Context: an optimization exercise on an open-source flow, tuned for small area and a short achievable clock period. The choices shown serve that exercise and are no tape-out recipe. The RTL was checked by simulation tests, not by an equivalence proof against the original design. Power and IR drop assume default switching activity.

== P ==
==> flow/design.v <==
package pn_pkg;
    localparam int TOK_DEPTH = 12;               
    localparam logic [1:0] MODE_PREFIX  = 2'd2;
    localparam logic [1:0] MODE_POSTFIX = 2'd3;
    localparam logic [2:0] OP_ADD     = 3'd0;
    localparam logic [2:0] OP_SUB     = 3'd1;
    localparam logic [2:0] OP_MUL     = 3'd2;
    localparam logic [2:0] OP_ABS_SUM = 3'd3;
endpackage
`timescale 1ns/10ps
module pn_token_buffer (
    input  logic       clk,
    input  logic       in_valid,
    input  logic       operator,
    input  logic [2:0] in,
    output logic [3:0] head          
);
    logic [3:0] ent [pn_pkg::TOK_DEPTH];
    always_ff @(posedge clk) begin
        for (int i = 0; i < pn_pkg::TOK_DEPTH; i++) begin
            if (in_valid)
                ent[i] <= (i == 0) ? {operator, in} : ent[(i == 0) ? 0 : i - 1];
            else
                ent[i] <= (i == pn_pkg::TOK_DEPTH - 1) ? ent[i] : ent[(i == pn_pkg::TOK_DEPTH - 1) ? i : i + 1];
        end
    end
    assign head = ent[0];
endmodule
`timescale 1ns/10ps
module pn_stack_eval (
    input  logic        clk,
    input  logic        start,       
    input  logic        ev,          
    input  logic [3:0]  tok,         
    input  logic        prefix,      
    output logic [17:0] bottom       
);
    logic [2:0]  depth;              
    logic        topx;               
    logic [17:0] x;
    logic [9:0]  y;
    logic [2:0]  xk;                 
    logic [2:0]  yk;
    logic [15:0] ram0;               
    logic [9:0]  ram1;               
    logic [6:0]  ram2;               
    logic [2:0]  ram3;               
    logic [2:0]  k0;                 
    logic [1:0]  k1;                 
    logic [1:0]  k2;                 
    logic        is_op;
    logic [2:0]  val;
    logic [17:0] ys;
    logic signed [17:0] x_s;
    logic signed [9:0]  y_s;
    logic        inv_x;
    logic        inv_y;
    logic [17:0] sum;
    logic [17:0] prd;
    logic [17:0] mag;
    logic [17:0] res;
    logic [2:0]  rk;                 
    logic [17:0] below;              
    logic [2:0]  bk;
    logic [17:0] nos;                
    logic [2:0]  nk;
    assign is_op = tok[3];
    assign val   = tok[2:0];
    assign ys    = {{8{y[9]}}, y};
    assign x_s   = x;
    assign y_s   = y;
    always_comb begin
        inv_x = (val == pn_pkg::OP_SUB) && (topx ^ prefix);
        inv_y = (val == pn_pkg::OP_SUB) && !(topx ^ prefix);
        sum = (x ^ {18{inv_x}}) + (ys ^ {18{inv_y}}) + 18'(val == pn_pkg::OP_SUB);
        prd = x_s * y_s;                 
        mag = sum[17] ? -sum : sum;
        case (val)
            pn_pkg::OP_ADD,
            pn_pkg::OP_SUB:     res = sum;
            pn_pkg::OP_MUL:     res = prd;
            pn_pkg::OP_ABS_SUM: res = mag;
            default:            res = '0;
        endcase
        rk = xk + yk;
        case (depth)
            3'd3:    begin below = {{2{ram0[15]}}, ram0}; bk = k0; end
            3'd4:    begin below = {{8{ram1[9]}}, ram1};  bk = {1'b0, k1}; end
            3'd5:    begin below = {{11{ram2[6]}}, ram2}; bk = {1'b0, k2}; end
            default: begin below = {15'd0, ram3};         bk = 3'd1; end
        endcase
        nos = topx ? ys : x;
        nk  = topx ? yk : xk;
        case (depth)
            3'd0:    bottom = '0;
            3'd1:    bottom = topx ? x : ys;
            3'd2:    bottom = nos;
            default: bottom = {{2{ram0[15]}}, ram0};
        endcase
    end
    always_ff @(posedge clk) begin
        if (start) begin
            depth <= '0;
        end else if (ev && depth != 3'd7) begin
            if (!is_op) begin
                depth <= depth + 1'b1;
                topx  <= 1'b0;
                x     <= topx ? x : ys;
                xk    <= topx ? xk : yk;
                y     <= {7'd0, val};
                yk    <= 3'd1;
                case (depth)
                    3'd2: begin ram0 <= nos[15:0]; k0 <= nk; end
                    3'd3: begin ram1 <= nos[9:0];  k1 <= nk[1:0] | {2{nk[2]}}; end
                    3'd4: begin ram2 <= nos[6:0];  k2 <= nk[1:0] | {2{nk[2]}}; end
                    3'd5:       ram3 <= nos[2:0];
                    default: ;
                endcase
            end else if (depth >= 3'd2) begin
                depth <= depth - 1'b1;
                if (rk >= 3'd4) begin
                    topx <= 1'b1;
                    x    <= res;
                    xk   <= rk;
                    y    <= below[9:0];
                    yk   <= bk;
                end else begin
                    topx <= 1'b0;
                    x    <= below;
                    xk   <= bk;
                    y    <= res[9:0];
                    yk   <= rk;
                end
            end
        end
    end
endmodule
`timescale 1ns/10ps
module pn_top (
    input  logic        clk,
    input  logic        rst_n,
    input  logic        in_valid,
    input  logic [1:0]  mode,
    input  logic        operator,
    input  logic [2:0]  in,
    output logic        out_valid,
    output logic [31:0] out
);
    logic        recv;           
    logic [3:0]  cnt;
    logic        acc;            
    logic        prefix;
    logic        res_q;          
    logic [3:0]  head;
    logic [17:0] bottom;
    logic        start;
    logic        drain;
    logic        ev;
    assign start = in_valid && !recv;
    assign drain = recv ? !in_valid : (cnt != 4'd0);
    assign ev    = acc && (recv ? (!prefix || !in_valid) : (prefix && cnt != 4'd0));
    always_ff @(posedge clk or negedge rst_n) begin
        if (!rst_n) begin
            recv  <= 1'b0;
            cnt   <= '0;
            res_q <= 1'b0;
        end else begin
            res_q <= acc && drain && (cnt == 4'd1);
            if (start) begin
                recv <= 1'b1;
                cnt  <= 4'd1;
            end else if (recv && in_valid) begin
                cnt  <= cnt + 1'b1;
            end else if (drain) begin
                recv <= 1'b0;
                cnt  <= acc ? cnt - 1'b1 : 4'd0;
            end
        end
    end
    always_ff @(posedge clk) begin
        if (start) begin
            acc    <= mode[1];
            prefix <= !mode[0];
        end
    end
    pn_token_buffer i_token_buffer (
        .clk      (clk),
        .in_valid (in_valid),
        .operator (operator),
        .in       (in),
        .head     (head)
    );
    pn_stack_eval i_stack_eval (
        .clk    (clk),
        .start  (start),
        .ev     (ev),
        .tok    (head),
        .prefix (prefix),
        .bottom (bottom)
    );
    assign out_valid = res_q;
    assign out       = res_q ? {{14{bottom[17]}}, bottom} : 32'd0;
endmodule
clock: 11.0 ns
lec_check: 0
cap_margin: 20
core_margin: 2
core_utilization: 40
setup_slack_margin: 5
slew_margin: 20
run.sh (not shown) runs the stock make flow with config.mk's settings and CLKGATE_MAP_FILE= SYNTH_SCRIPT=/design/flow/synth_recipe.tcl, a recipe that flattens the netlist after the stock synthesis.
The following lists how Q was set up differently from P:
-- flow/design.v --
<<< P, line 52
    logic [2:0]  val;
    logic [17:0] ys;
    logic signed [17:0] x_s;
    logic signed [9:0]  y_s;
    logic        inv_x;
    logic        inv_y;
>>> Q, line 52
    logic [2:0]  val;
    logic [17:0] ys;
    logic        inv_x;
    logic        inv_y;
<<< P, line 68
    assign val   = tok[2:0];
    assign ys    = {{8{y[9]}}, y};
    assign x_s   = x;
    assign y_s   = y;
    always_comb begin
        inv_x = (val == pn_pkg::OP_SUB) && (topx ^ prefix);
        inv_y = (val == pn_pkg::OP_SUB) && !(topx ^ prefix);
        sum = (x ^ {18{inv_x}}) + (ys ^ {18{inv_y}}) + 18'(val == pn_pkg::OP_SUB);
        prd = x_s * y_s;                 
        mag = sum[17] ? -sum : sum;
        case (val)
>>> Q, line 66
    assign val   = tok[2:0];
    assign ys    = {{8{y[9]}}, y};
    function automatic logic [17:0] booth_mul(input logic [17:0] a, input logic [9:0] b);
        logic [10:0] bb;
        logic [17:0] acc;
        logic [17:0] row;
        logic [18:0] a2;
        logic        one, two, neg;
        bb  = {b, 1'b0};
        a2  = {a, 1'b0};
        acc = '0;
        for (int i = 0; i < 5; i++) begin
            one = bb[2*i+1] ^ bb[2*i];
            two = (bb[2*i+2] & !bb[2*i+1] & !bb[2*i]) | (!bb[2*i+2] & bb[2*i+1] & bb[2*i]);
            neg = bb[2*i+2];
            row = '0;
            for (int j = 0; j < 18; j++)
                row[j] = ((one & a[j]) | (two & a2[j])) ^ neg;
            acc = acc + (row << (2*i)) + ({17'd0, neg} << (2*i));
        end
        booth_mul = acc;
    endfunction
    always_comb begin
        inv_x = (val == pn_pkg::OP_SUB) && (topx ^ prefix);
        inv_y = (val == pn_pkg::OP_SUB) && !(topx ^ prefix);
        sum = (x ^ {18{inv_x}}) + (ys ^ {18{inv_y}}) + 18'(val == pn_pkg::OP_SUB);
        prd = booth_mul(x, y);
        mag = sum[17] ? -sum : sum;
        case (val)
Results
Q: no failed stages, no open violations at the end. Looking at top layer used by detailed routing, the met4 result is from P; the met5 one comes from Q. Post-route cell area on Q is ahead of P. Count of boundary I/O pins of P is on par with Q. In Q the final wirelength turned out 7.3% higher than in P. Measured against each other, Q and P differ in mean routed wirelength per cell, the higher figure coming from Q. Number of clock buffers in the layout (higher): P. From P to Q the numbers moved as follows: total power lower; setup slack increased by 0.22 ns relative to the old numbers; area of the core -560 µm²; global routing usage on met2 saw a decrease. Total stage count of the critical path down 13 in Q wrt P. Where die area is concerned, P is outperformed by Q. Q ended up with compound AO/OA/AOI/OAI gates as its main combinational cell family by area after synthesis; P ended up with adder cells.

## re-timing with driven ports
In the flow no input, the clock included, has a driving cell. The finished layouts below were timed again as built, in two steps.
Step 1: set_driving_cell puts a clkbuf_16 on clk and a buf_2 on each other input, an assumption about the parent block.
Step 2, shift: input delay + t, output delay - t, t = (earliest + latest rising clock arrival at the registers) / 2. This alone moves slack from input paths to output paths.
Slacks: ideal / step 1 / step 2; pairs: ideal / step 1.
run	shift t [ns]	slack for setup (ns)	worst setup path at the end	clock arrival spread, ns	slew at the worst register clock pin (ns)
P	0.460	5.154 / 5.154 / 5.154	register to register	0.006 / 0.006	0.06 / 0.06
Q	0.467	5.377 / 5.332 / 5.430	register to register	0.011 / 0.012	0.07 / 0.07
After both steps every run listed still meets setup and hold.
